This is an optimization exercise on Yosys and OpenROAD, whose aim is small area, not a production implementation. In this exercise RTL edits were held to simulation tests only and were not proved equivalent to the original. Power is estimated from default activity; no workload was simulated.

==> flow/design.v (excerpt) <==
module dual_incremental_pi_speed_control (
    input  wire         aclk,
    input  wire         aresetn,
    input  wire         cfg_wr_en,
    input  wire  [2:0]  cfg_index,
    input  wire  [15:0] cfg_wr_data,
    input  wire         s_tvalid,
    output logic        s_tready,
    input  wire  [39:0] s_tdata,
    output logic        m_tvalid,
    input  wire         m_tready,
    output logic [71:0] m_tdata
);
    logic [15:0] ref_r;
    logic [14:0] lim_r;
    logic [15:0] gna_r, gpa_r, gnb_r, gpb_r;
    logic [15:0] wd0, wd1;
    assign wd0 = cfg_wr_data & {16{aresetn}};
    assign wd1 = cfg_wr_data | {16{~aresetn}};
    function automatic logic [15:0] pick(input logic [15:0] rv,
                                         input logic [15:0] d0,
                                         input logic [15:0] d1);
        pick = (rv & d1) | (~rv & d0);
    endfunction
    logic ld_ref, ld_lim, ld_gna, ld_gpa, ld_gnb, ld_gpb;
  ...
Settings: LEC_CHECK=0, CAP_MARGIN=20, CORE_MARGIN=2, CORE_UTILIZATION=70, SLEW_MARGIN=20; clock period 20.0 ns.
standard.sh (not shown) runs the stock make flow with config.mk's settings and CLKGATE_MAP_FILE= SYNTH_SCRIPT=/design/flow/synth_recipe.tcl, a recipe that flattens the netlist after the stock synthesis.
==> flow/flow/run.sh <==
#!/bin/bash
export BUFFER_PORTS_ARGS="-buffer_cell sky130_fd_sc_hd__buf_1"
export CTS_ARGS="-sink_clustering_enable -repair_clock_nets -dont_use_dummy_load -buf_list sky130_fd_sc_hd__clkbuf_8"
bash standard.sh > standard.log 2>&1
The baseline completed without violations.
Edit:
CORE_UTILIZATION = 76   (was 70)
Effect:
- worst setup slack improves by 0.080 ns
- total power climbs by 1.3%
- routed wire length rose by 6.2%
- area after synthesis does not change
- final area falls by 0.46%
- via count came out higher by 4.6%
Edit:
==> flow/flow/run.sh (replaced) <==
#!/bin/bash
export BUFFER_PORTS_ARGS="-buffer_cell sky130_fd_sc_hd__buf_1"
export CTS_ARGS="-sink_clustering_enable -repair_clock_nets -dont_use_dummy_load -buf_list sky130_fd_sc_hd__clkbuf_8 -sink_clustering_size 25"
bash standard.sh > standard.log 2>&1
CAP_MARGIN = 0   (was 20)
CORE_UTILIZATION = 70   (was 76)
SLEW_MARGIN = 0   (was 20)
Power came out lower by 1.2%.
Global-route usage came out lower by 4.2 points.
Die area came out higher by 8.3%.
Final cell count came out higher by 3.6%.
Cell area came out higher by 0.51%.
Synthesized area does not change.
Worst hold slack improved by 0.0041 ns.
Setup slack got worse by 0.077 ns.
Clock power hardly moves.
Count of clock-buffer cells in the layout does not change.
Edit:
==> flow/flow/run.sh (replaced) <==
#!/bin/bash
export BUFFER_PORTS_ARGS="-buffer_cell sky130_fd_sc_hd__buf_1"
export CTS_ARGS="-sink_clustering_enable -repair_clock_nets -dont_use_dummy_load -buf_list sky130_fd_sc_hd__clkbuf_8"
bash standard.sh > standard.log 2>&1
GPL_TIMING_DRIVEN = 0   (was default)
The changed run finished clean.
Non-clock buffer count climbs by 24.
Final cell count climbs by 2.6%.
Sequential power drops by about 0.9%.
Setup slack improved by 0.39 ns.
Routed wire length climbs by 9.8%.
Global-route usage climbs by 2.3 points.
Clock skew stays flat.
Register-to-register slack improved by 0.39 ns.
Area after synthesis stays the same.
Edit:
==> flow/run.sh (new file) <==
#!/bin/bash
# synth_recipe.tcl (not shown) runs the flow's synth.tcl, then flattens the netlist and writes it again
# the make line also repeats each setting of config.mk as NAME=value (left out here)
make -C /OpenROAD-flow-scripts/flow DESIGN_CONFIG=/design/flow/config.mk WORK_HOME=/design/flow/orfs CLKGATE_MAP_FILE= SYNTH_SCRIPT=/design/flow/synth_recipe.tcl finish
CAP_MARGIN = 20   (was 0)
CORE_UTILIZATION = 80   (was 70)
CTS_BUF_LIST = sky130_fd_sc_hd__clkbuf_8   (was default)
CTS_CLUSTER_SIZE = 20   (was default)
GPL_TIMING_DRIVEN = default   (was 0)
PLACE_DENSITY = 0.85   (was default)
SLEW_MARGIN = 20   (was 0)
removed: flow/flow/run.sh
removed: flow/standard.sh
The changed run did not get past clock tree synthesis.
Area after synthesis stays the same.
Synthesized cell count is unchanged.

========
## try-cedar
Another version of the RTL of dual_incremental_pi_speed_control (not shown whole).
Size: roughly 590 cells after synthesis, about 140 I/O pins, about 8900 sq um of cells after synthesis.
clock: 20.0 ns
lec_check: 0
cap_margin: 20
core_margin: 2
core_utilization: 70
slew_margin: 20
==> flow/flow/run.sh <==
#!/bin/bash
export BUFFER_PORTS_ARGS="-buffer_cell sky130_fd_sc_hd__buf_1"
export CTS_ARGS="-sink_clustering_enable -repair_clock_nets -dont_use_dummy_load -buf_list sky130_fd_sc_hd__clkbuf_8 -sink_clustering_buffer sky130_fd_sc_hd__clkbuf_8 -sink_clustering_size 20 -balance_levels"
bash standard.sh > standard.log 2>&1
For try-raven, these inputs were changed with respect to try-cedar:
# try-cedar
export LEC_CHECK = 0
export CAP_MARGIN = 20
export CORE_MARGIN = 2
export CORE_UTILIZATION = 70
export SLEW_MARGIN = 20
create_clock -name core_clock -period 20.0 [get_ports {aclk}]
# try-raven
export LEC_CHECK = 0
export CAP_MARGIN = 20
export CORE_MARGIN = 2
export CORE_UTILIZATION = 60
export PLACE_DENSITY = 0.75
export SLEW_MARGIN = 20
create_clock -name core_clock -period 20.0 [get_ports {aclk}]
==> flow/flow/run.sh <==
#!/bin/bash
export BUFFER_PORTS_ARGS="-buffer_cell sky130_fd_sc_hd__buf_1"
export CTS_ARGS="-sink_clustering_enable -repair_clock_nets -dont_use_dummy_load -buf_list sky130_fd_sc_hd__clkbuf_8"
bash standard.sh > standard.log 2>&1
Summary of try-raven over try-cedar: chip width increased 7.7%, post-route minimum period increased 0.12 ns, least setup slack across all paths after layout decreased 0.12 ns, wire length of the first global-routing pass increased about 6%. Status: clock power share parity (try-raven, try-cedar).
Setup changes, try-raven to try-ember
# try-raven
export LEC_CHECK = 0
export CAP_MARGIN = 20
export CORE_MARGIN = 2
export CORE_UTILIZATION = 60
export PLACE_DENSITY = 0.75
export SLEW_MARGIN = 20
create_clock -name core_clock -period 20.0 [get_ports {aclk}]
# try-ember
export LEC_CHECK = 0
export CAP_MARGIN = 20
export CORE_MARGIN = 2
export CORE_UTILIZATION = 70
export SLEW_MARGIN = 20
create_clock -name core_clock -period 20.0 [get_ports {aclk}]
==> flow/flow/run.sh <==
#!/bin/bash
export BUFFER_PORTS_ARGS="-buffer_cell sky130_fd_sc_hd__buf_1"
export CTS_ARGS="-sink_clustering_enable -repair_clock_nets -dont_use_dummy_load -buf_list sky130_fd_sc_hd__clkbuf_8 -sink_clustering_size 30 -sink_clustering_max_diameter 200 -sink_clustering_levels 1"
bash standard.sh > standard.log 2>&1
### Flow results
Compared with try-raven, in try-ember clock skew now larger; count of fill cells added during filler insertion dropped 28%. On try-ember: final worst slack is 0.12 ns higher than what try-raven gave. try-ember vs try-raven, routed length on met2 went down by 3.7%. Between try-raven and try-ember, the difference in register fraction of the total cell area is negligible. Relative to try-raven, the final critical-path share of the clock period of try-ember is lower by 0.61 points. [compare] base=try-raven new=try-ember: fraction of power consumed by combinational cells has decreased, final critical path time including I/O delays and setup dropped 0.12 ns, routed wire length lower.
The following lists how try-maple was set up differently from try-ember:
# try-ember
export LEC_CHECK = 0
export CAP_MARGIN = 20
export CORE_MARGIN = 2
export CORE_UTILIZATION = 70
export SLEW_MARGIN = 20
create_clock -name core_clock -period 20.0 [get_ports {aclk}]
# try-maple
export LEC_CHECK = 0
export CAP_MARGIN = 20
export CORE_MARGIN = 2
export CORE_UTILIZATION = 70
export GPL_ROUTABILITY_DRIVEN = 0
export SLEW_MARGIN = 20
export TNS_END_PERCENT = 0
create_clock -name core_clock -period 20.0 [get_ports {aclk}]
==> flow/flow/run.sh <==
#!/bin/bash
export BUFFER_PORTS_ARGS="-buffer_cell sky130_fd_sc_hd__buf_1"
export CTS_ARGS="-sink_clustering_enable -repair_clock_nets -dont_use_dummy_load -buf_list sky130_fd_sc_hd__clkbuf_8"
bash standard.sh > standard.log 2>&1
--- outcome ---
try-maple went all the way through the flow, and no timing, DRC or antenna check failed. Diff try-ember -> try-maple: aggregate global-route resource usage up 0.50 points; area of the core held; area share of fa/ha/maj cells after synthesis held steady.

========
dual_incremental_pi_speed_control again, from the RTL that the note above started with.
==> flow/config.mk <==
export PLATFORM = sky130hd
export DESIGN_NAME = dual_incremental_pi_speed_control
export DESIGN_NICKNAME = dual_incremental_pi_speed_control
export VERILOG_FILES = /design/flow/design.v
export SDC_FILE = /design/flow/constraint.sdc
export NUM_CORES = 4
export LEC_CHECK = 0
export CAP_MARGIN = 20
export CORE_MARGIN = 2
export CORE_UTILIZATION = 70
export SLEW_MARGIN = 20
==> flow/constraint.sdc <==
create_clock -name core_clock -period 20.0 [get_ports {aclk}]
set_input_delay 4.0000 -clock core_clock [delete_from_list [all_inputs] [get_ports {aclk}]]
set_output_delay 4.0000 -clock core_clock [all_outputs]
set_load 0.01 [all_outputs]
==> flow/flow/run.sh <==
#!/bin/bash
export BUFFER_PORTS_ARGS="-buffer_cell sky130_fd_sc_hd__buf_1"
export CTS_ARGS="-repair_clock_nets -dont_use_dummy_load -buf_list sky130_fd_sc_hd__clkbuf_8"
bash standard.sh > standard.log 2>&1
The starting point completed with no timing, DRC or antenna violations.
Then changed:
==> flow/flow/run.sh (replaced) <==
#!/bin/bash
export BUFFER_PORTS_ARGS="-buffer_cell sky130_fd_sc_hd__buf_1"
export CTS_ARGS="-sink_clustering_enable -repair_clock_nets -dont_use_dummy_load -buf_list sky130_fd_sc_hd__clkbuf_8"
bash standard.sh > standard.log 2>&1
What happened: Via count is unchanged. Setup slack is unchanged. Clock-buffer cell count does not change. Non-clock buffer count does not change. Die area stays the same. Combinational power barely changes. Global-route usage is unchanged. Clock power barely changes.

## afterwards: timing with drivers on the ports
In the flow no input, the clock included, has a driving cell. The finished layouts below were timed again as built, in two steps.
Step 1 (the two cells are an assumption about what drives the block):
set clk [get_ports {aclk}]
set_driving_cell -lib_cell sky130_fd_sc_hd__clkbuf_16 $clk
set_driving_cell -lib_cell sky130_fd_sc_hd__buf_2 [delete_from_list [all_inputs] $clk]
Step 2 adds t to the input delays and takes it off the output delays; t is the mean of the earliest and latest rising clock arrival at the registers after step 1. Input paths then give back, and output paths get back, about the clock's delay inside the block.
a / b / c = ideal ports / drivers / drivers and shift; a / b = the first two.
run | t, ns | setup slack, ns | worst data-port slew with drivers (ns)
the first run of note 1 | 0.488 | 3.965 / 3.983 / 3.495 | 0.06
the second run of note 1 | 0.493 | 4.045 / 4.062 / 3.569 | 0.04
the third run of note 1 | 0.486 | 3.968 / 3.986 / 3.500 | 0.06
the fourth run of note 1 | 0.491 | 4.357 / 4.373 / 3.882 | 0.04
try-cedar | 0.470 | 3.857 / 3.868 / 3.398 | 0.03
try-raven | 0.484 | 3.736 / 3.749 / 3.265 | 0.04
try-ember | 0.470 | 3.857 / 3.868 / 3.398 | 0.03
try-maple | 0.479 | 3.792 / 3.801 / 3.322 | 0.03
the first run of note 3 | 0.470 | 3.857 / 3.868 / 3.398 | 0.03
the second run of note 3 | 0.470 | 3.857 / 3.868 / 3.398 | 0.03
After both steps every run listed still meets setup and hold. The setup slack of the second run of note 1, which loses most, moves by +0.017 ns with the drivers and by -0.476 ns with both steps.
